Source: an optimization exercise on an open RTL-to-GDS flow (aim: small area). Production flows keep margins and buffers that such runs may drop.
Where RTL was checked, it was by simulation tests only, not by an equivalence proof against the original.
For runs 6 and 7, only the layout was checked, not whether the RTL still works.
Power figures rest on the tool's default switching activity, not on a simulated workload. The flow treats the clock pin as an ideal source, which a real chip does not have.

## flow/design.v

```verilog
module data_mem_lanes #(
    parameter int DEPTH = 128,
    localparam int IDX_W = $clog2(DEPTH)
) (
    input  logic        i_clk,
    input  logic        i_rst,
    input  logic        we,
    input  logic [1:0]  size,
    input  logic        load_unsigned,
    input  logic [31:0] addr,
    input  logic [31:0] wdata,
    output logic [31:0] rdata,
    output logic        ready,
    output logic        misaligned,
    output logic        out_of_range
);
    localparam logic [1:0] SZ_BYTE = 2'b00;
    localparam logic [1:0] SZ_HALF = 2'b01;
    localparam logic [1:0] SZ_WORD = 2'b10;
    logic                   r_ready;
    logic [IDX_W-1:0]       r_cnt;
    logic [31:0]            w_q [DEPTH+2];
    logic [IDX_W-1:0]   w_idx;
    logic [1:0]         w_lane;
    logic               w_misaligned;
    logic               w_oor;
    logic               w_valid;
    logic               w_wen;
    logic               w_clr;
    logic [DEPTH-1:0]   w_sel;
    logic [3:0]         w_be;
    logic [31:0]        w_wd;
    logic [31:0]        w_word;
    logic [31:0]        w_merge;
    logic [7:0]         w_byte;
    logic [15:0]        w_half;
    logic [31:0]        w_rdata;
    assign w_lane = addr[1:0];
    assign w_oor        = |addr[31:IDX_W+2];
    assign w_misaligned = ((size == SZ_HALF) && addr[0])
                        | ((size == SZ_WORD) && (addr[1:0] != 2'b00))
                        | (size == 2'b11);
    assign w_valid      = !w_misaligned && !w_oor;
    assign w_idx = addr[IDX_W+1:2];
    assign w_clr = !i_rst && !r_ready;
    assign w_wen = !i_rst && r_ready && we && w_valid;
    always_comb begin
        for (int i = 0; i < DEPTH; i++) w_sel[i] = (w_idx == IDX_W'(i));
    end
    localparam int NGRP = (DEPTH + 2) / 3;
    logic [DEPTH+1:0]       w_selx;
    logic [NGRP-1:0][31:0]  w_grp_n;
    assign w_selx = {2'd0, w_sel};
    assign w_q[DEPTH]   = '0;
    assign w_q[DEPTH+1] = '0;
    for (genvar g = 0; g < NGRP; g++) begin : g_rd
        if (3*g + 2 < DEPTH) begin : g_3
            dm_rd3 u_rd (
                .d0(w_q[3*g]), .d1(w_q[3*g+1]), .d2(w_q[3*g+2]),
                .s ({w_selx[3*g+2], w_selx[3*g+1], w_selx[3*g]}),
                .y_n(w_grp_n[g])
            );
        end else begin : g_2
            dm_rd2 u_rd (
                .d0(w_q[3*g]), .d1(w_q[3*g+1]),
                .s ({w_selx[3*g+1], w_selx[3*g]}),
                .y_n(w_grp_n[g])
            );
        end
    end
    always_comb begin
        w_word = '1;
        for (int g = 0; g < NGRP; g++) w_word = w_word & w_grp_n[g];
        w_word = ~w_word;
    end
    always_comb begin
        w_be = 4'b0000;
        w_wd = wdata;
        case (size)
            SZ_BYTE: begin
                w_be[w_lane] = 1'b1;
                w_wd         = {4{wdata[7:0]}};
            end
            SZ_HALF: begin
                w_be = addr[1] ? 4'b1100 : 4'b0011;
                w_wd = {2{wdata[15:0]}};
            end
            SZ_WORD: w_be = 4'b1111;
            default: w_be = 4'b0000;
        endcase
    end
    always_comb begin
        for (int b = 0; b < 4; b++)
            w_merge[8*b +: 8] = !r_ready ? 8'h00 : (w_be[b] ? w_wd[8*b +: 8] : w_word[8*b +: 8]);
    end
    always_ff @(posedge i_clk) begin
        if (i_rst) begin
            r_ready <= 1'b0;
            r_cnt   <= '0;
        end else if (!r_ready) begin
            r_cnt <= r_cnt + 1'b1;
            if (r_cnt == IDX_W'(DEPTH - 1)) r_ready <= 1'b1;
        end
    end
    for (genvar i = 0; i < DEPTH; i++) begin : g_word
        logic [31:0] r_word;
        always_ff @(posedge i_clk) begin
            if (w_clr || (w_wen && w_sel[i])) r_word <= w_merge;
        end
        assign w_q[i] = r_word;
    end
    assign w_half = addr[1] ? w_word[31:16] : w_word[15:0];
    always_comb begin
        case (w_lane)
            2'd0: w_byte = w_word[7:0];
            2'd1: w_byte = w_word[15:8];
            2'd2: w_byte = w_word[23:16];
            default: w_byte = w_word[31:24];
        endcase
    end
    always_comb begin
        w_rdata = '0;
        if (r_ready && w_valid) begin
            case (size)
                SZ_BYTE: w_rdata = {{24{w_byte[7] & !load_unsigned}}, w_byte};
                SZ_HALF: w_rdata = {{16{w_half[15] & !load_unsigned}}, w_half};
                SZ_WORD: w_rdata = w_word;
                default: w_rdata = '0;
            endcase
        end
    end
    assign rdata        = w_rdata;
    assign ready        = r_ready;
    assign misaligned   = w_misaligned;
    assign out_of_range = w_oor;
endmodule
module dm_rd3 (
    input  logic [31:0] d0,
    input  logic [31:0] d1,
    input  logic [31:0] d2,
    input  logic [2:0]  s,
    output logic [31:0] y_n
);
    assign y_n = ~((d0 & {32{s[0]}}) | (d1 & {32{s[1]}}) | (d2 & {32{s[2]}}));
endmodule
module dm_rd2 (
    input  logic [31:0] d0,
    input  logic [31:0] d1,
    input  logic [1:0]  s,
    output logic [31:0] y_n
);
    assign y_n = ~((d0 & {32{s[0]}}) | (d1 & {32{s[1]}}));
endmodule
```

## flow/run.sh

```bash
#!/bin/bash
# synth_recipe.tcl (not shown) runs the flow's synth.tcl, then flattens the netlist and writes it again
# the make line also repeats each setting of config.mk as NAME=value (left out here)
make -C /OpenROAD-flow-scripts/flow DESIGN_CONFIG=/design/flow/config.mk WORK_HOME=/design/flow/orfs CLKGATE_MAP_FILE= SYNTH_SCRIPT=/design/flow/synth_recipe.tcl finish
```

## flow/config.mk

```make
export PLATFORM = sky130hd
export DESIGN_NAME = data_mem_lanes
export DESIGN_NICKNAME = data_mem_lanes
export VERILOG_FILES = /design/flow/design.v
export SDC_FILE = /design/flow/constraint.sdc
export NUM_CORES = 4
export LEC_CHECK = 0
export CAP_MARGIN = 20
export CORE_MARGIN = 2
export CORE_UTILIZATION = 50
export CTS_BUF_LIST = sky130_fd_sc_hd__clkbuf_16
export CTS_CLUSTER_DIAMETER = 100
export CTS_CLUSTER_SIZE = 30
export SETUP_SLACK_MARGIN = 0.3
export SLEW_MARGIN = 20
export SYNTH_HIERARCHICAL = 1
```

## flow/constraint.sdc

```tcl
create_clock -name core_clock -period 10.0 [get_ports {i_clk}]
set_input_delay 2.0000 -clock core_clock [delete_from_list [all_inputs] [get_ports {i_clk}]]
set_output_delay 2.0000 -clock core_clock [all_outputs]
set_load 0.01 [all_outputs]
```

==> impl_metrics.json, run 1 <==
{
  "outcome": "finished clean",
  "cts_repair_resize_count": 0,
  "dieArea_um2": 298000,
  "root_buffer": "clkbuf_16",
  "max_freq_mhz": 104,
  "clk_latency_ns": 0.94,
  "worstSetupStartpointType": "primary input",
  "grt_pass1_wl_mm": 593,
  "finalNonFillerCells": 11200,
  "synth_area_per_cell_um2": 21.0,
  "min_path_type": "flop to flop",
  "ys_ff_latch": 4104,
  "fin_crit_ns": 9.62,
  "hold_viol": 0,
  "max-clock-path-buffers": 4,
  "coreArea_um2": 292000,
  "rows": 198,
  "syn2layout_area_growth_pct": 8.70,
  "pin_count": 105,
  "p_per_area_nw_per_um2": 179,
  "rsz0062_at_grt": "no",
  "crit_path_end_kind": "primary output",
  "fillers": 22000,
  "netlist_top_cells_count": "edfxtp_1 (4096), a222oi_1 (1344), nand4_1 (325), buf_6 (262), nor2_1 (146)",
  "hold_ws_ns": 0.538,
  "reg2reg_to": "g_word[111].r_word[29]$_DFFE_PP_",
  "ys.flop_type": "edfxtp_1",
  "numCtsBuffers": 159,
  "peakVddDrop_mv": 0.158,
  "tightest_slew_ns": 1.35,
  "synthTopCellsByArea": "edfxtp_1 (84%), a222oi_1 (9.2%), buf_6 (2.0%)",
  "hold_start": "r_cnt[5]$_SDFFE_PP0N_",
  "synth_top_area_share_pct": 83.8,
  "yosysMostFrequentCell": "edfxtp_1",
  "synth_top_cell_by_area": "edfxtp_1",
  "holdBufCountCts": 0,
  "drt_wl_total_mm": 428,
  "gp_congestion": 0.922,
  "r2r_cells": 7,
  "cp_data_required_time_ns": 8.00,
  "holdPathEnd": "r_cnt[5]$_SDFFE_PP0N_",
  "seq_area_um2": 123000,
  "overflow": 0,
  "crit_buf_inv": 4,
  "die_h_um": 546,
  "clock-sinks": 4104,
  "synth_cell_type_count": 45,
  "clkTransAtPathRegs_ns": 0.11,
  "wl_per_cell_um": 38.2,
  "vias": 79900,
  "r2r-start": "g_word[15].r_word[29]$_DFFE_PP_",
  "ys_seq_area_share_pct": 83.9,
  "rrSetupSlack_ns": 5.36,
  "grt_use_total_pct": 27.9,
  "cpMaxStageDelayCell": "nor4_2",
  "yosys_warnings": 9,
  "relSlewSlack_pct": 9.34,
  "final_nets": 7316,
  "dpl_cell_area_um2": 155000,
  "synth_area_um2": 147000,
  "setup.worst_path.class": "primary input to primary output",
  "post_cts.repair.setup_buffers": 0,
  "antenna_found_initial": 39,
  "crit_fanout": 24,
  "synth_edf_count": 4096,
  "drcViolationCount": 0,
  "drive_gt1_share_pct": 13.4,
  "multi_input_comb_area_um2": 22400,
  "leakage_nw": 52.5,
  "first_global_vias": 74700,
  "drtIter0Drc": 17800,
  "fin_tns_setup_ns": 0,
  "io_buffers": 104,
  "slew_viol_final": 0,
  "drv_cap": 0,
  "dr.pass1.iters": 12,
  "cp_top_family": "simple AND/OR/NAND/NOR gates",
  "finalSetupViolations": 0,
  "crit_chain": "clkdlybuf4s50_1 -> nor2b_1 -> nand2_2 -> nor2_4 -> buf_4 -> a222oi_1 -> nand4_1 -> nor4_2 -> nand4_1 -> o311a_1 -> o2111ai_2 -> buf_4 -> a31oi_1 -> clkdlybuf4s50_1",
  "synthCells": 6996,
  "grt_max_degree": 129,
  "arrival_ns": 7.62,
  "timing.final.crit_share_pct": 96.2,
  "start_util_pct": 50.3,
  "final_antenna_net_count": 0,
  "vias_per_cell": 7.13,
  "hold_depth": 2,
  "dp_cells": 11000,
  "fin_skew_ns": 0.0810,
  "hpwl_mm": 256,
  "fin_area_um2": 160000,
  "chipWidth_um": 546,
  "htreeDepth": 4,
  "cts_tree": "yes",
  "synth_nets": 7067,
  "worst_path_largest_cell_delay_ns": 1.16,
  "synth-async-reset-ratio_pct": 0
}
-- Yosys stat by module (local to each module, per instance) --
| module | copies in the design | cells inside |
|---|---|---|
| dm_rd3 | 42 | 41 |
| data_mem_lanes | 1 | 5236 |
| dm_rd2 | 1 | 38 |
-- worst max path at each step --
stage | to | startpoint | slack, ns | cells past startpoint
5_1_grt | rdata[16] | addr[5] | 0.34 | 14
3_3_place_gp | rdata[2] | addr[2] | 0.13 | 14
2_1_floorplan | g_word[0].r_word[1]$_DFFE_PP_ | addr[6] | 2.10 | 12
3_5_place_dp | rdata[16] | addr[5] | 0.62 | 15
6_report | rdata[16] | addr[4] | 0.38 | 14
4_1_cts | rdata[16] | addr[5] | 0.61 | 15
-- flip-flops by register name, indices dropped and copies added, names as in the netlist --
register       count
r_ready            1
r_cnt              7
g_word.r_word   4096
-- worst min-delay path, cell delays in order, from the launching register on --
cell and delay, ns:
dfxtp_1 0.36, xor2_1 0.07, nor2_1 0.08
-- per-layer routing --
layer  part of all wire, %  GRT usage (%)
met5                 0.016              0
met4                   4.2           10.5
met3                    11           4.19
met2                    46           43.3
met1                    38           40.4
-- logic make-up after synthesis --
group | count (synthesis) | synth area share [%]
buffers and inverters | 482 | 2.69
muxes | 41 | 0.280
DFF | 4104 | 83.9
xor gates and xnor gates | 5 | 0.0298
and+or+nand+nor | 760 | 2.81
adders and majority gates | 1 | 0.00852
AOI/OAI and AO/OA | 1603 | 10.3
-- layout by cell type (no fill, tap or decap), types with 5 or more instances in the layout --
cell	n
edfxtp_1	4096
a222oi_1	1344
buf_4	443
nand4_1	325
clkbuf_16	163
o21ai_4	128
clkdlybuf4s50_1	104
nor2_4	95
nand3_1	76
nand2_1	52
nor4_1	48
mux2i_1	40
a22oi_1	40
nor2_2	35
nor3_1	34
o211a_4	23
inv_1	23
nor4_2	20
diode_2	19
nor2_1	17
a31oi_1	17
a21oi_1	13
buf_12	11
o21ai_0	10
nor2b_1	10
nor2b_4	9
nand2_2	9
o211ai_1	8
nand3_2	8
a22o_1	7
o221ai_1	7
buf_16	7
dfxtp_1	7
inv_6	6
or4_1	5
-- where the power goes --
group / total, mW / internal (mW) / switching, mW / leakage [nW]
sequential: 19.6 / 19.4 / 0.160 / 42.3
combinational: 1.10 / 0.223 / 0.875 / 7.93
clock: 7.94 / 3.02 / 4.92 / 2.19
total: 28.6 / 22.7 / 5.96 / 52.5
-- metrics by stage --
stage | worst slack (ns) | util (%) | total power [mW]
after floorplan | 2.10 | - | 20.4
after global placement | 0.129 | 53.1 | 21.0
after detailed placement | 0.621 | 53.2 | 21.1
after CTS | 0.611 | 54.6 | 28.7
after global routing | 0.343 | 54.7 | 29.3
final | 0.379 | 54.7 | 28.6
-- final cells by class --
type                    instances  share of cell area, %
repair buffers                565                   3.00
inverters                       5                 0.0118
multi-input cells            2410                   14.0
clock buffers                 163                   2.56
clock inverters                32                  0.140
flip-flops and latches       4104                   77.2
diodes                         19                 0.0298
well taps                    3900                   3.06
==> run 2, diff against run 1 <==
==> flow/flow/run.sh (new file) <==
#!/bin/bash
# The standard layout (standard.sh: the ORFS flow, unchanged synthesis),
# with two knobs changed:
# - port buffers are buf_2 instead of the delay-buffer cell buffer_ports
#   picks by default (smaller and faster on the in-to-out load path);
# - CTS clusters 30 sinks within 100 um per clkbuf_16 leaf and inserts no
#   dummy loads.
# ORFS writes each step's full log under orfs/logs/; make's own output goes
# to standard.log here.
set -euo pipefail
bash standard.sh \
  "BUFFER_PORTS_ARGS=-buffer_cell sky130_fd_sc_hd__buf_2" \
  "CTS_ARGS=-sink_clustering_enable -repair_clock_nets -sink_clustering_size 30 -sink_clustering_max_diameter 100 -buf_list sky130_fd_sc_hd__clkbuf_16 -dont_use_dummy_load" \
  finish > standard.log 2>&1
==> flow/standard.sh (new file) <==
#!/bin/bash
# synth_recipe.tcl (not shown) runs the flow's synth.tcl, then flattens the netlist and writes it again
# the make line also repeats each setting of config.mk as NAME=value (left out here)
make -C /OpenROAD-flow-scripts/flow DESIGN_CONFIG=/design/flow/config.mk WORK_HOME=/design/flow/orfs CLKGATE_MAP_FILE= SYNTH_SCRIPT=/design/flow/synth_recipe.tcl "${@:-finish}"
--- a/flow/config.mk
+++ b/flow/config.mk
@@ -8,9 +8,6 @@
 export CAP_MARGIN = 20
 export CORE_MARGIN = 2
 export CORE_UTILIZATION = 50
-export CTS_BUF_LIST = sky130_fd_sc_hd__clkbuf_16
-export CTS_CLUSTER_DIAMETER = 100
-export CTS_CLUSTER_SIZE = 30
 export SETUP_SLACK_MARGIN = 0.3
 export SLEW_MARGIN = 20
 export SYNTH_HIERARCHICAL = 1
removed: flow/run.sh
==> impl_metrics.json, run 2 <==
{
  "syn2layout_area_growth_pct": 7.79,
  "max_freq_mhz": 108,
  "r2r_cells": 7,
  "fin_tns_setup_ns": 0,
  "synth_top_cell_by_area": "edfxtp_1",
  "synth_top_area_share_pct": 83.8,
  "chipWidth_um": 546,
  "hold_viol": 0,
  "setup.worst_path.class": "primary input to primary output",
  "ys.flop_type": "edfxtp_1",
  "yosysMostFrequentCell": "edfxtp_1",
  "synth_xor_area_share_pct": 0.0298,
  "pwr-share-clk_pct": 27.3,
  "r2r-start": "g_word[99].r_word[31]$_DFFE_PP_",
  "clkTransAtPathRegs_ns": 0.12,
  "synth-async-reset-ratio_pct": 0,
  "leakage_nw": 51.9,
  "power.share.combinational_pct": 3.8,
  "drt_wl_total_mm": 434,
  "timing.final.crit_share_pct": 92.8,
  "netlist_top_cells_count": "edfxtp_1 (4096), a222oi_1 (1344), nand4_1 (325), buf_6 (262), nor2_1 (146)",
  "grt_max_degree": 129,
  "synth_compound_area_share_pct": 10.3,
  "arrival_ns": 7.28,
  "pwr-share-seq_pct": 69.0,
  "gp_congestion": 0.922,
  "swShare_pct": 20.7,
  "cp-startpoint": "addr[5]",
  "pin_count": 105,
  "finalSetupViolations": 0,
  "die_h_um": 546,
  "ys_ff_latch": 4104,
  "io_buffers": 104,
  "antenna_found_initial": 25,
  "dpl_cell_area_um2": 154000,
  "crit_path_end_kind": "primary output",
  "final_nets": 7240,
  "synth-simple-area-share_pct": 2.81,
  "peakVddDrop_mv": 0.149,
  "drive_gt1_share_pct": 14.0,
  "numCtsBuffers": 160,
  "cts_tree": "yes",
  "synthTopCellsByArea": "edfxtp_1 (84%), a222oi_1 (9.2%), buf_6 (2.0%)",
  "synth_edf_count": 4096,
  "crit_fanout": 24,
  "coreArea_um2": 292000,
  "clock-sinks": 4104,
  "synth_area_um2": 147000,
  "dieArea_um2": 298000,
  "vias": 79800,
  "rows": 198,
  "root_buffer": "clkbuf_16",
  "worstSetupStartpointType": "primary input",
  "synth_nets": 7067,
  "ys_seq_area_share_pct": 83.9,
  "holdBufCountCts": 0,
  "fin_skew_ns": 0.0995,
  "cts_repair_resize_count": 0,
  "slew_viol_final": 0,
  "htreeDepth": 4,
  "final_cell_mix": "edfxtp_1 (4096), a222oi_1 (1344), buf_4 (367)",
  "rrSetupSlack_ns": 4.88,
  "p_per_area_nw_per_um2": 179,
  "max-clock-path-buffers": 4,
  "reg_top3": "g_word.r_word (4096), r_cnt (7), r_ready (1)",
  "post_cts.repair.setup_buffers": 0,
  "final_antenna_net_count": 0,
  "fin_area_um2": 158000,
  "rsz0062_at_grt": "no",
  "fin_crit_ns": 9.28,
  "cp_data_required_time_ns": 8.00,
  "wl_per_cell_um": 39.2,
  "hpwl_mm": 260,
  "p_sw_mw": 5.88,
  "crit_path_end": "rdata[17]",
  "intPower_mw": 22.5,
  "grt_pass1_wl_mm": 599,
  "synth_adder_area_share_pct": 0.00852,
  "largest_reg_flops": 4096,
  "first_global_vias": 74900,
  "synthMuxAreaShare_pct": 0.280,
  "synth_area_per_cell_um2": 21.0,
  "grt_use_total_pct": 28.4,
  "dr.pass1.iters": 13,
  "reg2reg_to": "g_word[28].r_word[31]$_DFFE_PP_",
  "yosys_warnings": 9,
  "start_util_pct": 50.3,
  "synth_cell_type_count": 45,
  "synth_top_family_by_area": "compound AO/OA/AOI/OAI gates",
  "vias_per_cell": 7.20,
  "relSlewSlack_pct": 11.2,
  "outcome": "finished clean",
  "regMostFlops": "g_word.r_word",
  "tightest_slew_ns": 1.32,
  "synthCells": 6996,
  "overflow": 0,
  "drv_cap": 0,
  "min_path_type": "flop to flop",
  "drcViolationCount": 0,
  "drtIter0Drc": 18000,
  "clk_latency_ns": 0.93,
  "layout_commonest_cell": "edfxtp_1"
}
-- run 2: cell counts after synthesis --
No cell type changed its count.
-- run 2: routing by layer --
metal / GRT usage (%) / part of all wire [%] / routed length, µm / vias to the layer above
met1: 40.2 / 37 / 162000 / 41800
met3: 5.55 / 12 / 52600 / 607
met4: 10.9 / 4.7 / 20300 / 12
met2: 43.8 / 46 / 200000 / 5561
li1: - / - / - / 31800
met5: 0.128 / 0.027 / 117 / -
-- run 2: worst min path at each step --
stage / startpoint / endpoint / slack, ns / cells after the start
after floorplan: r_cnt[5]$_SDFFE_PP0N_ / r_cnt[5]$_SDFFE_PP0N_ / 0.48 / 2
after detailed placement: r_cnt[0]$_SDFFE_PP0N_ / r_cnt[0]$_SDFFE_PP0N_ / 0.52 / 2
after CTS: r_cnt[0]$_SDFFE_PP0N_ / r_cnt[0]$_SDFFE_PP0N_ / 0.54 / 2
after global placement: r_cnt[5]$_SDFFE_PP0N_ / r_cnt[5]$_SDFFE_PP0N_ / 0.50 / 2
after global routing: r_cnt[0]$_SDFFE_PP0N_ / r_cnt[0]$_SDFFE_PP0N_ / 0.58 / 2
final: r_cnt[0]$_SDFFE_PP0N_ / r_cnt[0]$_SDFFE_PP0N_ / 0.54 / 2
-- run 2: cell type report --
cell class / count / area [µm²]
Sequential cell: 4104 / 123000
Multi-Input combinational cell: 2410 / 22500
Fill cell: 22200 / 133000
Clock buffer: 160 / 4000
Tap cell: 3900 / 4880
Antenna cell: 17 / 42.5
Timing Repair Buffer: 488 / 3630
Inverter: 5 / 18.8
-- run 2: stage by stage --
step | setup slack [ns] | util [%] | total power, mW | cells | hold WS, ns
after global routing | 0.659 | 54.3 | 29.1 | 11100 | 0.584
final | 0.720 | 54.3 | 28.4 | 11100 | 0.539
after CTS | 0.897 | 54.2 | 28.5 | 11100 | 0.542
after global placement | 1.03 | 52.8 | 21.0 | 10900 | 0.496
after floorplan | 2.10 | - | 20.4 | 6996 | 0.479
after detailed placement | 0.905 | 52.8 | 21.0 | 10900 | 0.523
-- run 2: cells by family (layout without fill, tap and decap cells) --
kind of cell | after synthesis | after routing
XOR/XNOR | 5 | 5
flip-flops | 4104 | 4104
buffers and inverters | 482 | 653
other | 0 | 17
AO/OA/AOI/OAI | 1603 | 1603
multiplexers | 41 | 41
adder cells (fa/ha/maj) | 1 | 1
AND/OR/NAND/NOR | 760 | 760
-- run 2: Yosys stat by module, one instance, submodules excluded --
| module | cell area, µm² | flip-flops and latches |
|---|---|---|
| data_mem_lanes | 130000 | 4104 |
| dm_rd3 | 403 | 0 |
| dm_rd2 | 289 | 0 |
-- run 2: power by group through the flow --
| stage | logic (mW) | registers (mW) | clock network, mW |
|---|---|---|---|
| 2_1_floorplan | 0.440 | 19.9 | 0 |
| 3_3_place_gp | 1.04 | 19.9 | 0 |
| 3_5_place_dp | 1.06 | 20.0 | 0 |
| 4_1_cts | 1.06 | 19.6 | 7.82 |
| 5_1_grt | 1.10 | 19.6 | 8.33 |
| 6_report | 1.07 | 19.6 | 7.74 |
-- run 2: worst max-delay path, cell delays in order --
cell       delay, ns
buf_2           0.16
nor2b_1         0.22
nand3_2         0.74
nor2_4          0.30
a222oi_1        0.93
nand4_1         0.19
nor4_1          0.76
nand3_1         0.61
o2111ai_2       0.95
a31oi_1         0.19
buf_2           0.20
==> run 3, diff against run 2 <==
--- a/flow/config.mk
+++ b/flow/config.mk
@@ -8,6 +8,7 @@
 export CAP_MARGIN = 20
 export CORE_MARGIN = 2
 export CORE_UTILIZATION = 50
+export PLACE_DENSITY = 0.8
 export SETUP_SLACK_MARGIN = 0.3
 export SLEW_MARGIN = 20
 export SYNTH_HIERARCHICAL = 1
==> impl_metrics.json, run 3 <==
{
  "outcome": "finished clean",
  "drv_cap": 0,
  "antenna_found_initial": 36,
  "cts_repair_resize_count": 0,
  "finish.utilization_pct": 54.2,
  "ys.flop_type": "edfxtp_1",
  "r2r_cells": 7,
  "synth_cell_type_count": 45,
  "cpMostUsedCell": "buf_2",
  "synth_area_um2": 147000,
  "slew_viol_final": 0,
  "final_nets": 7262,
  "worst_path_largest_cell_delay_ns": 1.07,
  "yosys_warnings": 9,
  "cpMaxStageDelayCell": "nor4_1",
  "hpwl_mm": 240,
  "rrSetupSlack_ns": 4.89,
  "yosysMostFrequentCell": "edfxtp_1",
  "final_cell_mix": "edfxtp_1 (4096), a222oi_1 (1344), buf_4 (371)",
  "chipWidth_um": 546,
  "synth_top_cell_by_area": "edfxtp_1",
  "die_h_um": 546,
  "clk_latency_ns": 0.88,
  "cts_tree": "yes",
  "clock-sinks": 4104,
  "holdBufCountCts": 0,
  "regMostFlops": "g_word.r_word",
  "cp_data_required_time_ns": 8.00,
  "ys_seq_area_share_pct": 83.9,
  "crit_chain": "buf_2 -> nor2b_1 -> nand2_2 -> nor2_2 -> buf_4 -> a222oi_1 -> nand4_1 -> nor4_1 -> nand3_1 -> a22o_1 -> nand2_1 -> o221ai_1 -> buf_2",
  "rsz0062_at_grt": "no",
  "clkTransAtPathRegs_ns": 0.11,
  "numCtsBuffers": 156,
  "p_per_area_nw_per_um2": 178,
  "synth_area_per_cell_um2": 21.0,
  "synthTopCellsByArea": "edfxtp_1 (84%), a222oi_1 (9.2%), buf_6 (2.0%)",
  "dieArea_um2": 298000,
  "root_buffer": "clkbuf_16",
  "post_cts.repair.setup_buffers": 0,
  "grt_pass1_wl_mm": 576,
  "io_buffers": 104,
  "setup.worst_path.class": "primary input to primary output",
  "netlist_top_cells_count": "edfxtp_1 (4096), a222oi_1 (1344), nand4_1 (325), buf_6 (262), nor2_1 (146)",
  "final_antenna_net_count": 0,
  "drt_wl_total_mm": 413,
  "arrival_ns": 7.37,
  "fin_tns_setup_ns": 0,
  "layout_commonest_cell": "edfxtp_1",
  "hold_viol": 0,
  "drive_gt1_share_pct": 13.8,
  "drtIter0Drc": 21300,
  "coreArea_um2": 292000,
  "reg_top3": "g_word.r_word (4096), r_cnt (7), r_ready (1)",
  "synth_nets": 7067,
  "crit_fanout": 32,
  "max-clock-path-buffers": 3,
  "overflow": 0,
  "timing.final.crit_share_pct": 93.7,
  "pwr-share-clk_pct": 26.5,
  "vias": 82600,
  "syn2layout_area_growth_pct": 7.69,
  "fin_crit_ns": 9.37,
  "relSlewSlack_pct": 12.9,
  "wl_per_cell_um": 37.1,
  "power.share.combinational_pct": 3.8,
  "grt_use_total_pct": 26.8,
  "synth_top_area_share_pct": 83.8,
  "swShare_pct": 20.3,
  "synth-async-reset-ratio_pct": 0,
  "worstSetupStartpointType": "primary input",
  "intPower_mw": 22.4,
  "finalSetupViolations": 0,
  "hold_ws_ns": 0.536,
  "tightest_slew_ns": 1.31,
  "synth_edf_count": 4096,
  "max_freq_mhz": 107,
  "gp_congestion": 0.948,
  "htreeDepth": 4,
  "grt_max_degree": 129,
  "min_path_type": "flop to flop",
  "rows": 198,
  "largest_reg_flops": 4096,
  "peakVddDrop_mv": 0.197,
  "pin_count": 105,
  "start_util_pct": 50.3,
  "synthCells": 6996,
  "p_sw_mw": 5.70,
  "drcViolationCount": 0,
  "dr.pass1.iters": 14,
  "leakage_nw": 52.1,
  "fin_skew_ns": 0.107,
  "pwr-share-seq_pct": 69.6,
  "first_global_vias": 78200,
  "ys_ff_latch": 4104,
  "crit_path_end_kind": "primary output",
  "hold_depth": 2,
  "vias_per_cell": 7.43
}
## run 3: cell counts after synthesis
No cell type changed its count.
## run 3: final timing paths
check / start / endpoint
hold reg to reg: r_cnt[0]$_SDFFE_PP0N_ / r_cnt[0]$_SDFFE_PP0N_
setup reg to reg: g_word[123].r_word[16]$_DFFE_PP_ / g_word[24].r_word[16]$_DFFE_PP_
setup / recovery: addr[4] / rdata[0]
hold / removal: r_cnt[0]$_SDFFE_PP0N_ / r_cnt[0]$_SDFFE_PP0N_
## run 3: per-module statistics from Yosys (local to each module, per instance)
module | flops+latches | cell area (µm²)
data_mem_lanes | 4104 | 130000
dm_rd3 | 0 | 403
dm_rd2 | 0 | 289
## run 3: per-layer routing
layer | up-vias | global-route usage [%] | wire (µm)
li1 | 31900 | - | -
met4 | 12 | 15.9 | 30400
met2 | 8603 | 41.2 | 186000
met3 | 1295 | 7.87 | 68900
met5 | - | 0 | 75
met1 | 40800 | 34.0 | 128000
## run 3: cells by family after synthesis
group | count (synthesis) | share of synthesized area, %
XOR/XNOR | 5 | 0.0298
adder cells (fa/ha/maj) | 1 | 0.00852
AND/OR/NAND/NOR | 760 | 2.81
buffers and inverters | 482 | 2.69
AO/OA/AOI/OAI | 1603 | 10.3
multiplexers | 41 | 0.280
flip-flops | 4104 | 83.9
## run 3: worst max-delay path: cells and delay by family
kind	cells	cell delay [ns]
AOI/OAI and AO/OA	3	1.07
buffers and inverters	3	0.69
and+or+nand+nor	7	3.55
## run 3: stage by stage
step	setup slack, ns	power (mW)	area, µm²	cells
2_1_floorplan	2.10	20.4	147000	6996
4_1_cts	1.05	28.1	158000	11100
6_report	0.633	28.1	158000	11100
3_5_place_dp	1.04	21.0	154000	10900
3_3_place_gp	1.28	20.9	153000	10900
5_1_grt	0.842	28.7	158000	11100
## run 3: final cells by class
type	instances	area [µm²]
multi-input combinational	2410	21800
fill	20800	134000
timing repair buffer	514	4230
sequential	4104	123000
inverter	5	18.8
tap	3900	4880
antenna	26	65.1
clock buffer	156	3900
## run 3: power groups by stage
stage	clock [mW]	sequential, mW	combinational (mW)
after floorplan	0	19.9	0.440
after global placement	0	19.9	0.979
after detailed placement	0	20.0	1.03
after CTS	7.43	19.6	1.03
after global routing	7.93	19.7	1.08
final	7.46	19.6	1.08
==> run 4, diff against run 3 <==
--- a/flow/config.mk
+++ b/flow/config.mk
@@ -5,10 +5,9 @@
 export SDC_FILE = /design/flow/constraint.sdc
 export NUM_CORES = 4
 export LEC_CHECK = 0
-export CAP_MARGIN = 20
+export CAP_MARGIN = 10
 export CORE_MARGIN = 2
 export CORE_UTILIZATION = 50
-export PLACE_DENSITY = 0.8
 export SETUP_SLACK_MARGIN = 0.3
-export SLEW_MARGIN = 20
+export SLEW_MARGIN = 10
 export SYNTH_HIERARCHICAL = 1
==> impl_metrics.json, run 4 <==
{
  "hpwl_mm": 259,
  "numCtsBuffers": 161,
  "r2r_cells": 8,
  "dr.pass1.iters": 10,
  "worst_path_largest_cell_delay_ns": 1.10,
  "final_nets": 7235,
  "hold_start": "r_cnt[0]$_SDFFE_PP0N_",
  "cp_top_family": "simple AND/OR/NAND/NOR gates",
  "synth_area_per_cell_um2": 21.0,
  "ys_seq_area_share_pct": 83.9,
  "syn2layout_area_growth_pct": 7.68,
  "io_buffers": 104,
  "cpMostUsedCell": "buf_2",
  "synth_compound_area_share_pct": 10.3,
  "clk_latency_ns": 0.92,
  "fillers": 22200,
  "largest_reg_flops": 4096,
  "drv_cap": 0,
  "outcome": "finished clean",
  "holdBufCountCts": 0,
  "first_global_vias": 74700,
  "finalSetupViolations": 0,
  "dp_cells": 10900,
  "post_cts.repair.setup_buffers": 0,
  "tightest_slew_ns": 1.36,
  "htreeDepth": 4,
  "synth_area_um2": 147000,
  "final_cell_mix": "edfxtp_1 (4096), a222oi_1 (1344), buf_4 (368)",
  "clock-sinks": 4104,
  "gp_congestion": 0.922,
  "p_per_area_nw_per_um2": 180,
  "leakage_nw": 51.9,
  "worstSetupStartpointType": "primary input",
  "slew_viol_final": 0,
  "grt_max_degree": 129,
  "max-clock-path-buffers": 4,
  "grt_pass1_wl_mm": 598,
  "layout_commonest_cell": "edfxtp_1",
  "start_util_pct": 50.3,
  "rsz0062_at_grt": "no",
  "crit_path_end_kind": "primary output",
  "hold_depth": 2,
  "drive_gt1_share_pct": 13.9,
  "antenna_found_initial": 25,
  "cp-startpoint": "addr[5]",
  "root_buffer": "clkbuf_16",
  "synth_top_family_by_area": "compound AO/OA/AOI/OAI gates",
  "cpMaxStageDelayCell": "nor4_2",
  "cts_repair_resize_count": 0,
  "die_h_um": 546,
  "synth_edf_count": 4096,
  "synth-simple-area-share_pct": 2.81,
  "grt_use_total_pct": 28.4,
  "setup.worst_path.class": "primary input to primary output",
  "chipWidth_um": 546,
  "cp_data_required_time_ns": 8.00,
  "dieArea_um2": 298000,
  "crit_chain": "buf_2 -> nor2b_1 -> nand3_2 -> nor2_4 -> buf_4 -> a222oi_1 -> nand4_1 -> nor4_2 -> nand3_1 -> a22o_1 -> nand2_1 -> o221ai_1 -> buf_2",
  "synth_top_cell_by_area": "edfxtp_1",
  "max_freq_mhz": 106,
  "pin_count": 105,
  "synthMuxAreaShare_pct": 0.280,
  "fin_crit_ns": 9.39,
  "drtIter0Drc": 17700,
  "min_path_type": "flop to flop",
  "coreArea_um2": 292000,
  "final_antenna_net_count": 0,
  "ys.flop_type": "edfxtp_1",
  "ys_ff_latch": 4104,
  "fin_tns_setup_ns": 0,
  "synth_top_area_share_pct": 83.8,
  "synth_nets": 7067,
  "overflow": 0,
  "drcViolationCount": 0,
  "reg_top3": "g_word.r_word (4096), r_cnt (7), r_ready (1)",
  "yosysMostFrequentCell": "edfxtp_1",
  "finalNonFillerCells": 11100,
  "yosys_warnings": 9,
  "cts_tree": "yes",
  "vias": 79600,
  "arrival_ns": 7.39,
  "fin_skew_ns": 0.0984,
  "crit_buf_inv": 3,
  "vias_per_cell": 7.19,
  "synthCells": 6996,
  "peakVddDrop_mv": 0.201,
  "wl_per_cell_um": 39.2,
  "relSlewSlack_pct": 8.28,
  "netlist_top_cells_count": "edfxtp_1 (4096), a222oi_1 (1344), nand4_1 (325), buf_6 (262), nor2_1 (146)",
  "synth_xor_area_share_pct": 0.0298,
  "crit_fanout": 17,
  "drt_wl_total_mm": 435,
  "timing.final.crit_share_pct": 93.9,
  "rows": 198,
  "synth_adder_area_share_pct": 0.00852,
  "regMostFlops": "g_word.r_word",
  "clkTransAtPathRegs_ns": 0.12,
  "cp.depth": 13,
  "synthTopCellsByArea": "edfxtp_1 (84%), a222oi_1 (9.2%), buf_6 (2.0%)",
  "synth_cell_type_count": 45,
  "synth-async-reset-ratio_pct": 0,
  "r2r-start": "g_word[54].r_word[4]$_DFFE_PP_",
  "hold_viol": 0
}
## run 4: changes by cell type in the layout (fill, tap and decap cells not counted), moves of 3 or more
cell / delta
nor2_2: -92
nor2_4: +92
buf_16: -25
nor4_1: -24
nor4_2: +24
clkbuf_16: +5
diode_2: -5
buf_6: -4
buf_4: -3
## run 4: modules after synthesis (local to each module, per instance)
module	flip-flops and latches	area, µm²	cells inside
data_mem_lanes	4104	130000	5236
dm_rd3	0	403	41
dm_rd2	0	289	38
## run 4: path summary, 6_finish.rpt
path | slack [ns] | to
hold / removal | 0.54 | r_cnt[0]$_SDFFE_PP0N_
setup / recovery | 0.61 | rdata[4]
setup reg to reg | 4.83 | g_word[79].r_word[4]$_DFFE_PP_
hold reg to reg | 0.54 | r_cnt[0]$_SDFFE_PP0N_
## run 4: logic make-up (layout without fill, tap and decap cells)
| kind of cell | after synthesis | in the layout |
|---|---|---|
| other | 0 | 21 |
| AO/OA/AOI/OAI | 1603 | 1603 |
| flip-flops | 4104 | 4104 |
| AND/OR/NAND/NOR | 760 | 760 |
| adder cells (fa/ha/maj) | 1 | 1 |
| XOR/XNOR | 5 | 5 |
| buffers and inverters | 482 | 648 |
| multiplexers | 41 | 41 |
## run 4: area by class of cell
| cell class | count | area (µm²) | share of cell area, % |
|---|---|---|---|
| antenna | 21 | 52.6 | 0.0332 |
| clock buffer | 161 | 4030 | 2.55 |
| inverter | 5 | 18.8 | 0.0119 |
| multi-input combinational | 2410 | 22400 | 14.2 |
| sequential | 4104 | 123000 | 77.9 |
| tap | 3900 | 4880 | 3.09 |
| timing repair buffer | 482 | 3480 | 2.20 |
## run 4: worst reg2reg max path: stages (launching register included)
cell	delay [ns]
edfxtp_1	0.40
a222oi_1	0.91
nand4_1	0.29
nor4_2	1.08
nand3_1	0.49
mux2i_1	0.45
nor2b_4	0.09
buf_4	0.33
buf_4	0.55
## run 4: metrics by stage
stage          utilization, %  hold slack, ns  power (mW)  worst slack [ns]  area, µm²
5_1_grt                  54.2           0.582        29.1             0.647     158000
6_report                 54.2           0.539        28.4             0.605     158000
3_5_place_dp             52.8           0.514        21.0             0.936     154000
4_1_cts                  54.2           0.541        28.5             0.929     158000
2_1_floorplan               -           0.479        20.4              2.10     147000
3_3_place_gp             52.8           0.496        21.0              1.03     154000
## run 4: metal layers
| layer | up-vias | wire length [µm] | global-route usage, % |
|---|---|---|---|
| met5 | - | 88 | 0 |
| met4 | 12 | 21200 | 12.3 |
| met3 | 618 | 50500 | 5.77 |
| met2 | 5406 | 200000 | 43.4 |
| met1 | 41800 | 163000 | 39.8 |
| li1 | 31800 | - | - |
## run 4: where the power goes
group	internal, mW	switching, mW	leakage (nW)
Combinational	0.191	0.879	7.56
Sequential	19.4	0.161	42.3
Clock	2.92	4.82	1.98
==> run 5, diff against run 4 <==
--- a/flow/config.mk
+++ b/flow/config.mk
@@ -8,6 +8,7 @@
 export CAP_MARGIN = 10
 export CORE_MARGIN = 2
 export CORE_UTILIZATION = 50
+export PLACE_DENSITY = 0.8
 export SETUP_SLACK_MARGIN = 0.3
 export SLEW_MARGIN = 10
 export SYNTH_HIERARCHICAL = 1
==> impl_metrics.json, run 5 <==
{
  "rows": 198,
  "finalNonFillerCells": 11100,
  "clkTransAtPathRegs_ns": 0.10,
  "setup_slack_ns": 0.633,
  "power.share.combinational_pct": 3.8,
  "layout_commonest_cell": "edfxtp_1",
  "synth_cell_type_count": 45,
  "vias_per_cell": 7.39,
  "fin_crit_ns": 9.37,
  "grt_pass1_wl_mm": 573,
  "synthTopCellsByArea": "edfxtp_1 (84%), a222oi_1 (9.2%), buf_6 (2.0%)",
  "pin_count": 105,
  "first_global_vias": 77900,
  "leakage_nw": 51.9,
  "drt_wl_total_mm": 410,
  "root_buffer": "clkbuf_16",
  "largest_reg_flops": 4096,
  "finalSetupViolations": 0,
  "io_buffers": 104,
  "setup.worst_path.class": "primary input to primary output",
  "synth_edf_count": 4096,
  "synth_nets": 7067,
  "htreeDepth": 4,
  "max_freq_mhz": 107,
  "pwr-share-seq_pct": 69.7,
  "synth_top_cell_by_area": "edfxtp_1",
  "cts_tree": "yes",
  "final_antenna_net_count": 0,
  "clock-sinks": 4104,
  "grt_use_total_pct": 26.7,
  "crit_path_end_kind": "primary output",
  "ys_ff_latch": 4104,
  "crit_fanout": 17,
  "outcome": "finished clean",
  "slew_viol_final": 0,
  "drive_gt1_share_pct": 13.5,
  "post_cts.repair.setup_buffers": 0,
  "hold_ws_ns": 0.534,
  "die_h_um": 546,
  "min_path_type": "flop to flop",
  "syn2layout_area_growth_pct": 7.35,
  "final_cell_mix": "edfxtp_1 (4096), a222oi_1 (1344), buf_4 (375)",
  "yosysMostFrequentCell": "edfxtp_1",
  "netlist_top_cells_count": "edfxtp_1 (4096), a222oi_1 (1344), nand4_1 (325), buf_6 (262), nor2_1 (146)",
  "max-clock-path-buffers": 3,
  "arrival_ns": 7.37,
  "dieArea_um2": 298000,
  "fillers": 20900,
  "grt_max_degree": 129,
  "numCtsBuffers": 156,
  "ys_seq_area_share_pct": 83.9,
  "peakVddDrop_mv": 0.218,
  "regMostFlops": "g_word.r_word",
  "dr.pass1.iters": 15,
  "hold_viol": 0,
  "synth_top_area_share_pct": 83.8,
  "relSlewSlack_pct": 6.78,
  "finish.utilization_pct": 54.0,
  "cp_data_required_time_ns": 8.00,
  "vias": 82000,
  "worstSetupStartpointType": "primary input",
  "drv_cap": 0,
  "p_sw_mw": 5.69,
  "timing.final.crit_share_pct": 93.7,
  "clk_latency_ns": 0.89,
  "synth_area_um2": 147000,
  "intPower_mw": 22.4,
  "final_nets": 7247,
  "tightest_slew_ns": 1.40,
  "place_ws_ns": 1.02,
  "reg_top3": "g_word.r_word (4096), r_cnt (7), r_ready (1)",
  "drcViolationCount": 0,
  "synthCells": 6996,
  "cts_repair_resize_count": 0,
  "ys.flop_type": "edfxtp_1",
  "synth-async-reset-ratio_pct": 0,
  "overflow": 0,
  "gp_congestion": 0.948,
  "pwr-share-clk_pct": 26.5,
  "dp_cells": 10900,
  "fin_tns_setup_ns": 0,
  "synth_area_per_cell_um2": 21.0,
  "yosys_warnings": 9,
  "holdBufCountCts": 0,
  "wl_per_cell_um": 37.0,
  "drtIter0Drc": 21800,
  "coreArea_um2": 292000,
  "start_util_pct": 50.3,
  "rrSetupSlack_ns": 4.80,
  "antenna_found_initial": 32,
  "chipWidth_um": 546,
  "rsz0062_at_grt": "no",
  "hpwl_mm": 238,
  "fin_skew_ns": 0.121,
  "p_per_area_nw_per_um2": 178,
  "swShare_pct": 20.2
}
[run 5: cell counts after synthesis]
No cell type changed its count.
[run 5: per-layer routing]
layer	global-route usage [%]	wire, µm	share of wire (%)	vias up
met5	0	74	0.018	-
met4	16.2	30800	7.5	12
met3	8.13	68100	17	1268
met2	41.3	185000	45	8319
met1	33.4	127000	31	40600
li1	-	-	-	31800
[run 5: power groups by stage]
| stage | sequential [mW] | clock [mW] | combinational (mW) |
|---|---|---|---|
| final | 19.6 | 7.46 | 1.06 |
| after global routing | 19.7 | 7.93 | 1.07 |
| after CTS | 19.6 | 7.42 | 1.01 |
| after detailed placement | 20.0 | 0 | 1.01 |
| after global placement | 19.9 | 0 | 0.979 |
| after floorplan | 19.9 | 0 | 0.440 |
[run 5: per-stage QoR]
| stage | instance area, µm² | power [mW] |
|---|---|---|
| floorplan | 147000 | 20.4 |
| global placement | 153000 | 20.9 |
| detailed placement | 153000 | 21.0 |
| CTS | 157000 | 28.0 |
| global route | 158000 | 28.6 |
| finish | 158000 | 28.1 |
[run 5: modules after synthesis, one instance, submodules excluded]
module / flops+latches / cells
dm_rd3: 0 / 41
data_mem_lanes: 4104 / 5236
dm_rd2: 0 / 38
[run 5: layout make-up]
type                            count  area (µm²)  share of cell area (%)
Timing Repair Buffer              499        3770                    2.39
Tap cell                         3900        4880                    3.10
Inverter                            5        18.8                  0.0119
Clock buffer                      156        3900                    2.48
Antenna cell                       19        47.5                  0.0302
Multi-Input combinational cell   2410       21800                    13.8
Sequential cell                  4104      123000                    78.2
[run 5: cells by family (layout without fill, tap and decap cells)]
group	Yosys count	after routing	share of synthesized area, %
and+or+nand+nor	760	760	2.81
muxes	41	41	0.280
buffers and inverters	482	660	2.69
adders and majority gates	1	1	0.00852
AOI/OAI and AO/OA	1603	1603	10.3
DFF	4104	4104	83.9
xor gates and xnor gates	5	5	0.0298
other	0	19	0
[run 5: final timing paths]
path / start / to / cells after the start
hold reg to reg: r_cnt[6]$_SDFFE_PP0N_ / r_cnt[6]$_SDFFE_PP0N_ / 2
hold / removal: r_cnt[6]$_SDFFE_PP0N_ / r_cnt[6]$_SDFFE_PP0N_ / 2
setup reg to reg: g_word[123].r_word[24]$_DFFE_PP_ / g_word[24].r_word[24]$_DFFE_PP_ / 6
setup / recovery: addr[4] / rdata[0] / 12
[run 5: worst max-delay path, stage by stage]
cell      delay (ns)
buf_2           0.17
nor2_1          0.15
nand2_2         0.75
nor2_2          0.50
buf_4           0.38
a222oi_1        0.36
nand4_1         0.27
nor4_1          1.14
nand3_1         0.84
mux2i_1         0.36
o221ai_1        0.20
buf_2           0.20
==> run 6, diff against run 5 <==
--- a/flow/design.v
+++ b/flow/design.v
@@ -26,7 +26,6 @@
     logic               w_oor;
     logic               w_valid;
     logic               w_wen;
-    logic               w_clr;
     logic [DEPTH-1:0]   w_sel;
     logic [3:0]         w_be;
     logic [31:0]        w_wd;
@@ -41,9 +40,8 @@
                         | ((size == SZ_WORD) && (addr[1:0] != 2'b00))
                         | (size == 2'b11);
     assign w_valid      = !w_misaligned && !w_oor;
-    assign w_idx = addr[IDX_W+1:2];
-    assign w_clr = !i_rst && !r_ready;
-    assign w_wen = !i_rst && r_ready && we && w_valid;
+    assign w_idx = r_ready ? addr[IDX_W+1:2] : r_cnt;
+    assign w_wen = !i_rst && (!r_ready || (we && w_valid));
     always_comb begin
         for (int i = 0; i < DEPTH; i++) w_sel[i] = (w_idx == IDX_W'(i));
     end
@@ -54,18 +52,20 @@
     assign w_q[DEPTH]   = '0;
     assign w_q[DEPTH+1] = '0;
     for (genvar g = 0; g < NGRP; g++) begin : g_rd
-        if (3*g + 2 < DEPTH) begin : g_3
-            dm_rd3 u_rd (
-                .d0(w_q[3*g]), .d1(w_q[3*g+1]), .d2(w_q[3*g+2]),
-                .s ({w_selx[3*g+2], w_selx[3*g+1], w_selx[3*g]}),
-                .y_n(w_grp_n[g])
-            );
-        end else begin : g_2
-            dm_rd2 u_rd (
-                .d0(w_q[3*g]), .d1(w_q[3*g+1]),
-                .s ({w_selx[3*g+1], w_selx[3*g]}),
-                .y_n(w_grp_n[g])
-            );
+        for (genvar b = 0; b < 32; b++) begin : g_bit
+            if (3*g + 2 < DEPTH) begin : g_3
+                dm_rd3 u_rd (
+                    .d  ({w_q[3*g+2][b], w_q[3*g+1][b], w_q[3*g][b]}),
+                    .s  ({w_selx[3*g+2], w_selx[3*g+1], w_selx[3*g]}),
+                    .y_n(w_grp_n[g][b])
+                );
+            end else begin : g_2
+                dm_rd2 u_rd (
+                    .d  ({w_q[3*g+1][b], w_q[3*g][b]}),
+                    .s  ({w_selx[3*g+1], w_selx[3*g]}),
+                    .y_n(w_grp_n[g][b])
+                );
+            end
         end
     end
     always_comb begin
@@ -105,7 +105,7 @@
     for (genvar i = 0; i < DEPTH; i++) begin : g_word
         logic [31:0] r_word;
         always_ff @(posedge i_clk) begin
-            if (w_clr || (w_wen && w_sel[i])) r_word <= w_merge;
+            if (w_wen && w_sel[i]) r_word <= w_merge;
         end
         assign w_q[i] = r_word;
     end
@@ -135,19 +135,16 @@
     assign out_of_range = w_oor;
 endmodule
 module dm_rd3 (
-    input  logic [31:0] d0,
-    input  logic [31:0] d1,
-    input  logic [31:0] d2,
-    input  logic [2:0]  s,
-    output logic [31:0] y_n
+    input  logic [2:0] d,
+    input  logic [2:0] s,
+    output logic       y_n
 );
-    assign y_n = ~((d0 & {32{s[0]}}) | (d1 & {32{s[1]}}) | (d2 & {32{s[2]}}));
+    assign y_n = ~|(d & s);
 endmodule
 module dm_rd2 (
-    input  logic [31:0] d0,
-    input  logic [31:0] d1,
-    input  logic [1:0]  s,
-    output logic [31:0] y_n
+    input  logic [1:0] d,
+    input  logic [1:0] s,
+    output logic       y_n
 );
-    assign y_n = ~((d0 & {32{s[0]}}) | (d1 & {32{s[1]}}));
+    assign y_n = ~|(d & s);
 endmodule
==> flow/run.sh (new file) <==
#!/bin/bash
# synth_recipe.tcl (not shown) runs the flow's synth.tcl, then flattens the netlist and writes it again
# the make line also repeats each setting of config.mk as NAME=value (left out here)
make -C /OpenROAD-flow-scripts/flow DESIGN_CONFIG=/design/flow/config.mk WORK_HOME=/design/flow/orfs CLKGATE_MAP_FILE= SYNTH_SCRIPT=/design/flow/synth_recipe.tcl finish
==> flow/config.mk (replaced) <==
export PLATFORM = sky130hd
export DESIGN_NAME = data_mem_lanes
export DESIGN_NICKNAME = data_mem_lanes
export VERILOG_FILES = /design/flow/design.v
export SDC_FILE = /design/flow/constraint.sdc
export NUM_CORES = 4
export LEC_CHECK = 0
export CAP_MARGIN = 20
export CORE_MARGIN = 2
export CORE_UTILIZATION = 65
export CTS_BUF_LIST = sky130_fd_sc_hd__clkbuf_4 sky130_fd_sc_hd__clkbuf_8
export SLEW_MARGIN = 20
export SYNTH_HIERARCHICAL = 1
removed: flow/flow/run.sh
removed: flow/standard.sh
==> impl_metrics.json, run 6 <==
{
  "reg_top3": "g_word.r_word (4096), r_cnt (7), r_ready (1)",
  "drt_wl_total_mm": 448,
  "synth_edf_count": 4096,
  "rsz0062_at_grt": "yes",
  "r2r-start": "r_ready$_SDFF_PP0_",
  "failed_layout_checks": "negative setup slack",
  "fin_crit_ns": 10.10,
  "drcViolationCount": 0,
  "setup.worst_path.class": "primary input to primary output",
  "synth_cell_type_count": 51,
  "rrSetupSlack_ns": 2.81,
  "ys_seq_area_share_pct": 85.8,
  "start_util_pct": 65.4,
  "worst_path_largest_cell_delay_ns": 0.75,
  "yosysMostFrequentCell": "edfxtp_1",
  "crit_chain": "clkdlybuf4s50_1 -> inv_1 -> o32ai_1 -> nand2_2 -> nor2_4 -> buf_4 -> a222oi_1 -> nand4_1 -> nor4_1 -> nand3_1 -> buf_4 -> o311a_1 -> o2111ai_2 -> buf_4 -> a21oi_1 -> clkdlybuf4s50_1",
  "rows": 172,
  "pwr-share-clk_pct": 40.8,
  "crit_buf_inv": 6,
  "final_nets": 7875,
  "regMostFlops": "g_word.r_word",
  "final_antenna_net_count": 0,
  "syn2layout_area_growth_pct": 16.1,
  "synth_area_um2": 144000,
  "cp_top_family": "buffers and inverters",
  "hold_depth": 2,
  "finalSetupViolations": 13,
  "leakage_nw": 57.2,
  "root_buffer": "clkbuf_8",
  "intPower_mw": 25.8,
  "p_sw_mw": 6.69,
  "clkTransAtPathRegs_ns": 0.06,
  "outcome": "failed layout checks",
  "cp_data_required_time_ns": 8.00,
  "synth_area_per_cell_um2": 21.7,
  "wl_per_cell_um": 40.2,
  "hpwl_mm": 263,
  "max_freq_mhz": 99.0,
  "fin_area_um2": 167000,
  "relSlewSlack_pct": 12.2,
  "clk_latency_ns": 1.14,
  "grt_pass1_wl_mm": 615,
  "gp_congestion": 0.984,
  "pin_count": 105,
  "dpl_cell_area_um2": 154000,
  "arrival_ns": 8.10,
  "ys.flop_type": "edfxtp_1",
  "tightest_slew_ns": 1.31,
  "hold_start": "r_cnt[6]$_SDFFE_PP0N_",
  "synth_top_area_share_pct": 85.7,
  "synth-async-reset-ratio_pct": 0,
  "synthTopCellsByArea": "edfxtp_1 (86%), a222oi_1 (9.4%), nand4_1 (1.4%)",
  "cpMostUsedCell": "buf_4",
  "pwr-share-seq_pct": 57.4,
  "fin_skew_ns": 0.0596,
  "drtIter0Drc": 19300,
  "netlist_top_cells_count": "edfxtp_1 (4096), a222oi_1 (1344), nand4_1 (324), nor2_1 (250), nand2_1 (79)",
  "place_ws_ns": -0.120,
  "slew_viol_final": 0,
  "p_per_area_nw_per_um2": 195,
  "r2r_cells": 13,
  "dieArea_um2": 225000,
  "cts_tree": "yes",
  "holdPathEnd": "r_cnt[6]$_SDFFE_PP0N_",
  "io_buffers": 104,
  "timing.final.crit_share_pct": 101,
  "grt_max_degree": 129,
  "yosys_warnings": 8,
  "hold_viol": 0,
  "chipWidth_um": 474,
  "synth_nets": 6679,
  "crit_path_end_kind": "primary output",
  "die_h_um": 474,
  "swShare_pct": 20.6,
  "drive_gt1_share_pct": 22.2,
  "worstSetupStartpointType": "primary input",
  "synthCells": 6608,
  "finish.utilization_pct": 75.9,
  "reg2reg_to": "g_word[75].r_word[16]$_DFFE_PP_",
  "crit_fanout": 18,
  "clock-sinks": 4104,
  "setup_slack_ns": -0.0977,
  "grt_use_total_pct": 39.7,
  "antenna_found_initial": 27,
  "dr.pass1.iters": 14,
  "power.total_mw": 32.5,
  "overflow": 0,
  "vias": 84200,
  "min_path_type": "flop to flop",
  "max-clock-path-buffers": 4,
  "htreeDepth": 6,
  "drv_cap": 0,
  "ys_ff_latch": 4104,
  "coreArea_um2": 220000,
  "largest_reg_flops": 4096,
  "layout_commonest_cell": "edfxtp_1",
  "synth_top_cell_by_area": "edfxtp_1",
  "numCtsBuffers": 639,
  "power.share.combinational_pct": 1.8,
  "cpMaxStageDelayCell": "nor2_4",
  "peakVddDrop_mv": 0.163,
  "first_global_vias": 79700,
  "vias_per_cell": 7.55,
  "final_cell_mix": "edfxtp_1 (4096), a222oi_1 (1344), clkbuf_8 (664)"
}
-- run 6: changes by cell type in the layout (fill, tap and decap cells not counted), sizes merged, moves of 20 or more --
cell / change
o21ai: -127
inv: +20
clkbuf: +721
clkinv: +206
clkdlybuf4s50: +103
nor2: +126
-- run 6: layout make-up --
| cell class | instances | area, µm² |
|---|---|---|
| sequential | 4104 | 123000 |
| fill | 12200 | 53000 |
| multi-input combinational | 2430 | 21800 |
| clock buffer | 878 | 10700 |
| timing repair buffer | 619 | 6010 |
| tap | 2871 | 3590 |
| clock inverter | 237 | 1160 |
| inverter | 10 | 37.5 |
| antenna | 10 | 25.0 |
-- run 6: cells by family (layout without fill, tap and decap cells) --
logic type	Yosys count	count (layout)	synth area share, %
AO/OA/AOI/OAI	1490	1490	10.3
XOR/XNOR	5	5	0.0305
adder cells (fa/ha/maj)	1	1	0.00872
buffers and inverters	76	1744	0.255
flip-flops	4104	4104	85.8
multiplexers	43	43	0.310
other	0	10	0
AND/OR/NAND/NOR	889	891	3.31
-- run 6: metrics by stage --
step	instances	setup TNS (ns)	hold WS, ns
after CTS	11100	0	0.569
after global placement	9987	-0.193	0.537
after floorplan	6608	0	0.506
after global routing	11200	-0.0161	0.594
final	11200	-0.461	0.559
after detailed placement	10000	-0.120	0.548
-- run 6: worst max path at each step --
stage | startpoint | to | slack, ns | depth (start not counted)
floorplan | addr[2] | g_word[0].r_word[31]$_DFFE_PP_ | 0.76 | 11
global placement | addr[4] | rdata[4] | -0.15 | 14
detailed placement | addr[2] | rdata[11] | -0.12 | 15
CTS | addr[2] | rdata[11] | 0.06 | 13
global route | addr[2] | rdata[12] | -0.02 | 16
finish | addr[5] | rdata[11] | -0.1 | 16
-- run 6: routing by layer --
layer | wire length (µm) | global-route usage [%]
met3 | 64500 | 10.3
met2 | 202000 | 58.6
met4 | 32100 | 24.8
met5 | 95 | 0
met1 | 150000 | 53.7
-- run 6: modules after synthesis, one instance, submodules excluded --
module          times used  cell area, µm²  flip-flops and latches
data_mem_lanes           1          130000                    4104
dm_rd2                  32            12.5                       0
dm_rd3                1344            10.0                       0
-- run 6: worst min-delay path, stage by stage, from the launching register on --
cell and delay, ns:
dfxtp_1 0.35, o21ai_0 0.09, a21oi_1 0.06
-- run 6: repair_timing --
| item | 4_1_cts | 5_1_grt |
|---|---|---|
| setup endpoints to repair | 1 | 20 |
| pin swaps | 0 | 2 |
| hold buffers | 0 | 0 |
| gates resized for setup | 1 | 8 |
| setup buffers | 0 | 0 |
| gates cloned | 0 | 2 |
-- run 6: power groups by stage --
stage                     clock network [mW]  registers [mW]  logic, mW
final                                   13.3            18.7      0.581
after global routing                    14.1            18.7      0.573
after CTS                               13.3            18.7      0.536
after detailed placement                   0            19.0      0.534
after global placement                     0            19.0      0.534
after floorplan                            0            19.0      0.172
==> run 7, diff against run 6 <==
==> flow/design.v (replaced) <==
module data_mem_lanes #(
    parameter int DEPTH = 128,
    localparam int IDX_W = $clog2(DEPTH)
) (
    input  logic        i_clk,
    input  logic        i_rst,
    input  logic        we,
    input  logic [1:0]  size,
    input  logic        load_unsigned,
    input  logic [31:0] addr,
    input  logic [31:0] wdata,
    output logic [31:0] rdata,
    output logic        ready,
    output logic        misaligned,
    output logic        out_of_range
);
    typedef enum logic {S_CLEAR = 1'b0, S_READY = 1'b1} state_t;
    localparam logic [1:0] SZ_BYTE = 2'b00;
    localparam logic [1:0] SZ_HALF = 2'b01;
    localparam logic [1:0] SZ_WORD = 2'b10;
    state_t             r_state;
    logic               r_ready;
    logic [IDX_W-1:0]   r_cnt;
    logic [31:0]        r_mem [DEPTH];
    logic [IDX_W-1:0]   w_idx;
    logic [1:0]         w_lane;
    logic               w_misaligned;
    logic               w_oor;
    logic               w_valid;
    logic               w_clr_we;
    logic               w_st_we;
    logic [3:0]         w_be;
    logic [31:0]        w_wd;
    logic [31:0]        w_word;
    logic [7:0]         w_byte;
    logic [15:0]        w_half;
    logic [31:0]        w_rdata;
    assign w_idx  = addr[IDX_W+1:2];
    assign w_lane = addr[1:0];
    assign w_oor        = |addr[31:IDX_W+2];
    assign w_misaligned = ((size == SZ_HALF) && addr[0])
                        | ((size == SZ_WORD) && (addr[1:0] != 2'b00))
                        | (size == 2'b11);
    assign w_valid      = !w_misaligned && !w_oor;
    assign w_clr_we = (r_state == S_CLEAR) && !i_rst;
    assign w_st_we  = r_ready && we && w_valid && !i_rst;
    always_comb begin
        w_be = 4'b0000;
        w_wd = wdata;
        case (size)
            SZ_BYTE: begin
                w_be[w_lane] = 1'b1;
                w_wd         = {4{wdata[7:0]}};
            end
            SZ_HALF: begin
                w_be = addr[1] ? 4'b1100 : 4'b0011;
                w_wd = {2{wdata[15:0]}};
            end
            SZ_WORD: w_be = 4'b1111;
            default: w_be = 4'b0000;
        endcase
    end
    always_ff @(posedge i_clk) begin
        if (i_rst) begin
            r_state <= S_CLEAR;
            r_ready <= 1'b0;
            r_cnt   <= '0;
        end else begin
            case (r_state)
                S_CLEAR: begin
                    r_cnt <= r_cnt + 1'b1;
                    if (r_cnt == IDX_W'(DEPTH - 1)) begin
                        r_state <= S_READY;
                        r_ready <= 1'b1;
                    end
                end
                default: begin
                    r_state <= S_READY;
                    r_ready <= 1'b1;
                end
            endcase
        end
    end
    always_ff @(posedge i_clk) begin
        if (w_clr_we) begin
            r_mem[r_cnt] <= '0;
        end else if (w_st_we) begin
            for (int b = 0; b < 4; b++) begin
                if (w_be[b]) begin
                    r_mem[w_idx][8*b +: 8] <= w_wd[8*b +: 8];
                end
            end
        end
    end
    assign w_word = r_mem[w_idx];
    assign w_half = addr[1] ? w_word[31:16] : w_word[15:0];
    always_comb begin
        w_byte = w_word[7:0];
        case (w_lane)
            2'd0: w_byte = w_word[7:0];
            2'd1: w_byte = w_word[15:8];
            2'd2: w_byte = w_word[23:16];
            2'd3: w_byte = w_word[31:24];
            default: w_byte = w_word[7:0];
        endcase
    end
    always_comb begin
        w_rdata = '0;
        if (r_ready && w_valid) begin
            case (size)
                SZ_BYTE: w_rdata = {{24{w_byte[7] & !load_unsigned}}, w_byte};
                SZ_HALF: w_rdata = {{16{w_half[15] & !load_unsigned}}, w_half};
                SZ_WORD: w_rdata = w_word;
                default: w_rdata = '0;
            endcase
        end
    end
    assign rdata        = w_rdata;
    assign ready        = r_ready;
    assign misaligned   = w_misaligned;
    assign out_of_range = w_oor;
endmodule
--- a/flow/config.mk
+++ b/flow/config.mk
@@ -7,7 +7,5 @@
 export LEC_CHECK = 0
 export CAP_MARGIN = 20
 export CORE_MARGIN = 2
-export CORE_UTILIZATION = 65
-export CTS_BUF_LIST = sky130_fd_sc_hd__clkbuf_4 sky130_fd_sc_hd__clkbuf_8
+export CORE_UTILIZATION = 40
 export SLEW_MARGIN = 20
-export SYNTH_HIERARCHICAL = 1
==> impl_metrics.json, run 7 <==
{
  "synth-async-reset-ratio_pct": 0,
  "die_h_um": 636,
  "swShare_pct": 20.8,
  "antenna_found_initial": 19,
  "hpwl_mm": 256,
  "drcViolationCount": 0,
  "synth_top_cell_by_area": "edfxtp_1",
  "cp-startpoint": "addr[2]",
  "setup.worst_path.class": "primary input to primary output",
  "wl_per_cell_um": 31.6,
  "arrival_ns": 7.62,
  "final_nets": 7449,
  "yosysMostFrequentCell": "edfxtp_1",
  "regMostFlops": "r_mem",
  "dr.pass1.iters": 6,
  "intPower_mw": 27.5,
  "yosys_warnings": 1,
  "p_sw_mw": 7.24,
  "worstSetupStartpointType": "primary input",
  "layout_commonest_cell": "edfxtp_1",
  "crit_buf_inv": 5,
  "worst_path_largest_cell_delay_ns": 0.80,
  "cp_data_required_time_ns": 8.00,
  "grt_pass1_wl_mm": 582,
  "cts_repair_resize_count": 0,
  "finish.utilization_pct": 45.4,
  "numCtsBuffers": 412,
  "hold_ws_ns": 0.632,
  "rrSetupSlack_ns": 4.80,
  "synthTopCellsByArea": "edfxtp_1 (77%), mux4_2 (17%), nor2_1 (1.4%)",
  "cpMaxStageDelayCell": "a211oi_1",
  "fin_tns_setup_ns": 0,
  "ys.flop_type": "edfxtp_1",
  "min_path_type": "flop to flop",
  "synth_cell_type_count": 67,
  "clock-sinks": 4105,
  "vias_per_cell": 5.83,
  "p_per_area_nw_per_um2": 192,
  "tightest_slew_ns": 1.15,
  "rsz0062_at_grt": "no",
  "crit_path_end_kind": "primary output",
  "cp_top_family": "buffers and inverters",
  "power.total_mw": 34.8,
  "synth_nets": 7123,
  "pin_count": 105,
  "multi_input_comb_area_um2": 34800,
  "synth_area_um2": 160000,
  "clk_latency_ns": 0.99,
  "cts_tree": "yes",
  "crit_path_end": "rdata[31]",
  "vias": 75800,
  "max_freq_mhz": 104,
  "post_cts.repair.setup_buffers": 0,
  "ys_seq_area_share_pct": 77.2,
  "reg2reg_to": "r_mem[51][22]$_DFFE_PP_",
  "drv_cap": 0,
  "fin_crit_ns": 9.62,
  "seq_area_um2": 123000,
  "synth_top_area_share_pct": 77.0,
  "final_antenna_net_count": 0,
  "io_buffers": 104,
  "grt_max_degree": 120,
  "rows": 232,
  "coreArea_um2": 398000,
  "peakVddDrop_mv": 0.153,
  "chipWidth_um": 636,
  "r2r_cells": 5,
  "cp.depth": 14,
  "r2r-start": "r_ready$_SDFFE_PP0P_",
  "dieArea_um2": 404000,
  "slew_viol_final": 0,
  "final_cell_mix": "edfxtp_1 (4096), mux4_2 (1231), nor2_1 (551)",
  "max-clock-path-buffers": 4,
  "power.share.combinational_pct": 3.4,
  "ys_ff_latch": 4105,
  "overflow": 0,
  "gp_congestion": 0.902,
  "drtIter0Drc": 9828,
  "netlist_top_cells_count": "edfxtp_1 (4096), mux4_2 (1231), nor2_1 (575), clkbuf_1 (215), nand2_1 (212)",
  "grt_use_total_pct": 19.9,
  "crit_fanout": 47,
  "synth_area_per_cell_um2": 22.6,
  "syn2layout_area_growth_pct": 13.3,
  "synth_edf_count": 4096,
  "fillers": 32900,
  "pwr-share-seq_pct": 53.7,
  "outcome": "finished clean",
  "first_global_vias": 76400,
  "timing.final.crit_share_pct": 96.2,
  "crit_chain": "buf_16 -> buf_12 -> buf_4 -> mux4_2 -> mux2i_1 -> nand4_1 -> o311a_1 -> a211oi_1 -> buf_4 -> a31o_1 -> a2111oi_2 -> a21oi_2 -> o21ai_0 -> clkdlybuf4s50_1",
  "cpMostUsedCell": "buf_4",
  "htreeDepth": 5,
  "leakage_nw": 56.2,
  "dp_cells": 12200,
  "finalSetupViolations": 0,
  "root_buffer": "clkbuf_16",
  "relSlewSlack_pct": 23.3,
  "start_util_pct": 40.1,
  "finalNonFillerCells": 13000,
  "fin_skew_ns": 0.0711,
  "drive_gt1_share_pct": 27.5,
  "holdBufCountCts": 0
}
## run 7: cells by family after synthesis
kind of cell / after synthesis / share of synthesized area, %
AOI/OAI and AO/OA: 255 / 1.09
xor gates and xnor gates: 5 / 0.0274
adders and majority gates: 1 / 0.00784
buffers and inverters: 442 / 1.31
DFF: 4105 / 77.2
muxes: 1365 / 18.2
and+or+nand+nor: 879 / 2.20
## run 7: worst min-delay path by stage
stage / from / endpoint / slack (ns) / cells past startpoint
floorplan: r_ready$_SDFFE_PP0P_ / r_ready$_SDFFE_PP0P_ / 0.48 / 2
global placement: r_cnt[3]$_SDFFE_PP0N_ / r_cnt[3]$_SDFFE_PP0N_ / 0.58 / 2
detailed placement: r_cnt[3]$_SDFFE_PP0N_ / r_cnt[3]$_SDFFE_PP0N_ / 0.59 / 2
CTS: r_cnt[3]$_SDFFE_PP0N_ / r_cnt[3]$_SDFFE_PP0N_ / 0.60 / 2
global route: r_cnt[3]$_SDFFE_PP0N_ / r_cnt[3]$_SDFFE_PP0N_ / 0.64 / 2
finish: r_cnt[3]$_SDFFE_PP0N_ / r_cnt[3]$_SDFFE_PP0N_ / 0.63 / 2
## run 7: layout make-up
type / instances / share of cell area (%)
Clock buffer: 503 / 5.94
Inverter: 9 / 0.0242
Timing Repair Buffer: 345 / 1.86
Tap cell: 5265 / 3.64
Sequential cell: 4105 / 68.1
Clock inverter: 241 / 1.20
Antenna cell: 14 / 0.0194
Multi-Input combinational cell: 2505 / 19.2
## run 7: power by group through the flow
| stage | Sequential [mW] | Combinational [mW] | Clock [mW] |
|---|---|---|---|
| 2_1_floorplan | 19.0 | 0.707 | 0 |
| 3_3_place_gp | 19.0 | 1.19 | 0 |
| 3_5_place_dp | 19.0 | 1.19 | 0 |
| 4_1_cts | 18.7 | 1.19 | 15.1 |
| 5_1_grt | 18.7 | 1.23 | 15.8 |
| 6_report | 18.7 | 1.19 | 14.9 |
## run 7: worst register-to-register path, cell delays in order (launching register included)
cell	delay, ns
dfxtp_1	0.62
and4_1	0.78
nand3_4	0.58
o21ai_0	0.86
nand2_2	0.85
nor2_1	1.10
## run 7: layer usage
layer  GRT usage, %  vias to the layer above  share of wire [%]
met5              0                        -             0.0093
li1               -                    30500                  -
met2           31.4                     3277                 48
met1           28.0                    41300                 41
met4           7.67                        6                4.2
met3           3.29                      677                7.5
## run 7: stage by stage
step / area (µm²) / worst slack [ns]
after floorplan: 160000 / 2.29
after global placement: 168000 / 0.474
after detailed placement: 168000 / 0.536
final: 181000 / 0.384
after global routing: 181000 / 0.109
after CTS: 181000 / 0.530
